This design comes from an exercise in tuning for small area, a short achievable clock period and few clock cycles per item on the open sky130 flow, not from production work. At most, simulation tests tie the RTL to the original design; equivalence was not proved. Power and IR drop assume default switching activity.

==> flow/design.v <==
package i_cache_dm_pkg;
  localparam int DEF_DATA_WIDTH   = 32;
  localparam int DEF_ADDRESS_BITS = 32;
  localparam int DEF_INDEX_BITS   = 2;
endpackage
module i_cache_dm_array #(
  parameter int DATA_WIDTH = 32,
  parameter int TAG_BITS   = 28,
  parameter int INDEX_BITS = 4
) (
  input  logic                  clock,
  input  logic                  reset,
  input  logic [INDEX_BITS-1:0] rd_index,
  output logic [DATA_WIDTH-1:0] rd_data,
  output logic [TAG_BITS-1:0]   rd_tag,
  output logic                  rd_valid,
  input  logic                  wr_en,
  input  logic [INDEX_BITS-1:0] wr_index,
  input  logic [DATA_WIDTH-1:0] wr_data,
  input  logic [TAG_BITS-1:0]   wr_tag,
  input  logic                  inv_all
);
  localparam int LINES = 1 << INDEX_BITS;
  logic [DATA_WIDTH-1:0] data_mem [LINES];
  logic [TAG_BITS-1:0]   tag_mem  [LINES];
  logic [LINES-1:0]      valid_q;
  always_ff @(posedge clock) begin
    if (wr_en) begin
      data_mem[wr_index] <= wr_data;
      tag_mem[wr_index]  <= wr_tag;
    end
  end
  always_ff @(posedge clock or posedge reset) begin
    if (reset) begin
      valid_q <= '0;
    end else if (inv_all) begin
      valid_q <= '0;
    end else if (wr_en) begin
      valid_q[wr_index] <= 1'b1;
    end
  end
  assign rd_data  = data_mem[rd_index];
  assign rd_tag   = tag_mem[rd_index];
  assign rd_valid = valid_q[rd_index];
endmodule
import i_cache_dm_pkg::*;
module i_cache_dm #(
  parameter int DATA_WIDTH      = i_cache_dm_pkg::DEF_DATA_WIDTH,
  parameter int ADDRESS_BITS    = i_cache_dm_pkg::DEF_ADDRESS_BITS,
  parameter int INDEX_BITS      = i_cache_dm_pkg::DEF_INDEX_BITS,
  parameter int SCAN_CYCLES_MIN = 0,
  parameter int SCAN_CYCLES_MAX = 1000
) (
  input  logic                    clock,
  input  logic                    reset,
  input  logic                    i_mem_read,
  input  logic [ADDRESS_BITS-1:0] i_mem_address_in,
  output logic [DATA_WIDTH-1:0]   i_mem_data_out,
  output logic [ADDRESS_BITS-1:0] i_mem_address_out,
  output logic                    i_mem_valid,
  output logic                    i_mem_ready,
  output logic                    mem_read,
  output logic [ADDRESS_BITS-1:0] mem_address_in,
  input  logic [DATA_WIDTH-1:0]   mem_data_out,
  input  logic [ADDRESS_BITS-1:0] mem_address_out,
  input  logic                    mem_valid,
  input  logic                    mem_ready,
  input  logic                    flush,
  input  logic                    scan
);
  localparam int TAG_BITS = ADDRESS_BITS - INDEX_BITS;
  localparam int CNT_BITS = 4;
  logic [DATA_WIDTH-1:0]   rd_data;
  logic [TAG_BITS-1:0]     rd_tag;
  logic                    rd_valid;
  logic                    hit;
  logic                    idle;        
  logic                    full;        
  logic                    issue;       
  logic                    hit_accept;
  logic [CNT_BITS-1:0]     inflight;    
  logic                    no_fill;     
  i_cache_dm_array #(
    .DATA_WIDTH (DATA_WIDTH),
    .TAG_BITS   (TAG_BITS),
    .INDEX_BITS (INDEX_BITS)
  ) u_array (
    .clock     (clock),
    .reset     (reset),
    .rd_index  (i_mem_address_in[INDEX_BITS-1:0]),
    .rd_data   (rd_data),
    .rd_tag    (rd_tag),
    .rd_valid  (rd_valid),
    .wr_en     (mem_valid && !no_fill && !flush),
    .wr_index  (mem_address_out[INDEX_BITS-1:0]),
    .wr_data   (mem_data_out),
    .wr_tag    (mem_address_out[ADDRESS_BITS-1:INDEX_BITS]),
    .inv_all   (flush)
  );
  assign idle  = (inflight == '0);
  assign full  = (inflight == '1);
  assign hit   = rd_valid &&
                 (rd_tag == i_mem_address_in[ADDRESS_BITS-1:INDEX_BITS]);
  assign i_mem_ready    = hit ? idle : (mem_ready && !full);
  assign mem_read       = i_mem_read && !hit && !full && !reset;
  assign mem_address_in = i_mem_address_in;
  assign issue          = mem_read && mem_ready;
  assign hit_accept     = i_mem_read && hit && idle && !reset;
  assign i_mem_valid       = hit_accept || mem_valid;
  assign i_mem_data_out    = idle ? rd_data : mem_data_out;
  assign i_mem_address_out = idle ? i_mem_address_in : mem_address_out;
  always_ff @(posedge clock or posedge reset) begin
    if (reset) begin
      inflight  <= '0;
      no_fill   <= 1'b0;
    end else begin
      inflight <= inflight + CNT_BITS'(issue) - CNT_BITS'(mem_valid);
      if (flush)
        no_fill <= 1'b1;
      else if (inflight + CNT_BITS'(issue) - CNT_BITS'(mem_valid) == '0)
        no_fill <= 1'b0;
    end
  end
endmodule
==> flow/config.mk <==
export PLATFORM = sky130hd
export DESIGN_NAME = i_cache_dm
export DESIGN_NICKNAME = i_cache_dm
export VERILOG_FILES = /design/flow/design.v
export SDC_FILE = /design/flow/constraint.sdc
export NUM_CORES = 4
export LEC_CHECK = 0
export CAP_MARGIN = 20
export CORE_MARGIN = 2
export CORE_UTILIZATION = 40
export SLEW_MARGIN = 20
==> flow/constraint.sdc <==
create_clock -name core_clock -period 5.0 [get_ports {clock}]
set_input_delay 1.0000 -clock core_clock [delete_from_list [all_inputs] [get_ports {clock}]]
set_output_delay 1.0000 -clock core_clock [all_outputs]
set_load 0.01 [all_outputs]
run.sh (not shown) runs the stock make flow with config.mk's settings and CLKGATE_MAP_FILE= SYNTH_SCRIPT=/design/flow/synth_recipe.tcl, a recipe that flattens the netlist after the stock synthesis.
The first run passed the timing, DRC and antenna checks.
Testbench counts at the start, summed over its fixed seeds: cycles 25,896, fetches 20,000.
Edit:
--- a/flow/design.v
+++ b/flow/design.v
@@ -1,8 +1,8 @@
 package i_cache_dm_pkg;
   localparam int DEF_DATA_WIDTH   = 32;
   localparam int DEF_ADDRESS_BITS = 32;
-  localparam int DEF_INDEX_BITS   = 2;
+  localparam int DEF_INDEX_BITS   = 3;
 endpackage
 module i_cache_dm_array #(
   parameter int DATA_WIDTH = 32,
   parameter int TAG_BITS   = 28,
@@ -106,10 +106,10 @@
   assign mem_address_in = i_mem_address_in;
   assign issue          = mem_read && mem_ready;
   assign hit_accept     = i_mem_read && hit && idle && !reset;
   assign i_mem_valid       = hit_accept || mem_valid;
-  assign i_mem_data_out    = idle ? rd_data : mem_data_out;
-  assign i_mem_address_out = idle ? i_mem_address_in : mem_address_out;
+  assign i_mem_data_out    = hit_accept ? rd_data : mem_data_out;
+  assign i_mem_address_out = hit_accept ? i_mem_address_in : mem_address_out;
   always_ff @(posedge clock or posedge reset) begin
     if (reset) begin
       inflight  <= '0;
       no_fill   <= 1'b0;
Outcome: The new run produced a layout that fails on negative setup slack; fmax drops by about 12%; count of clock-buffer cells in the layout grows by 32; final area goes up by about 90%; worst setup slack loses 0.67 ns; power went up by 79%; non-clock buffer count rises by 82; routed wire length goes up by about 110%; flip-flop and latch count rose by 244; utilization shrinks by 1.7 points; sequential share of layout area grows by 3.0 points.
Function not checked in the second run of this note: the RTL went through the layout flow alone.

## static timing again, ports no longer ideal
No port has a modelled driver above. Below, the same layouts with a new extraction and two added sets of constraints.
Step 1 assumes that a clkbuf_16 drives the clock port and a buf_2 every other input.
Step 2, shift: input delay + t, output delay - t, t = (earliest + latest rising clock arrival at the registers) / 2. This alone moves slack from input paths to output paths.
Slacks: ideal ports / drivers / drivers and shift; pairs: ideal ports / drivers.
| run | t (ns) | setup slack, ns | worst setup path at the end | worst slew at a driven data input, ns |
|---|---|---|---|---|
| the first run | 0.553 | 0.276 / 0.249 / 0.249 | input to output | 0.07 |
| the second run | 0.631 | -0.392 / -0.553 / -0.553 | input to output | 0.15 |
For the second run, which loses most, drivers alone change the setup slack by -0.161 ns; drivers and shift together by -0.161 ns.
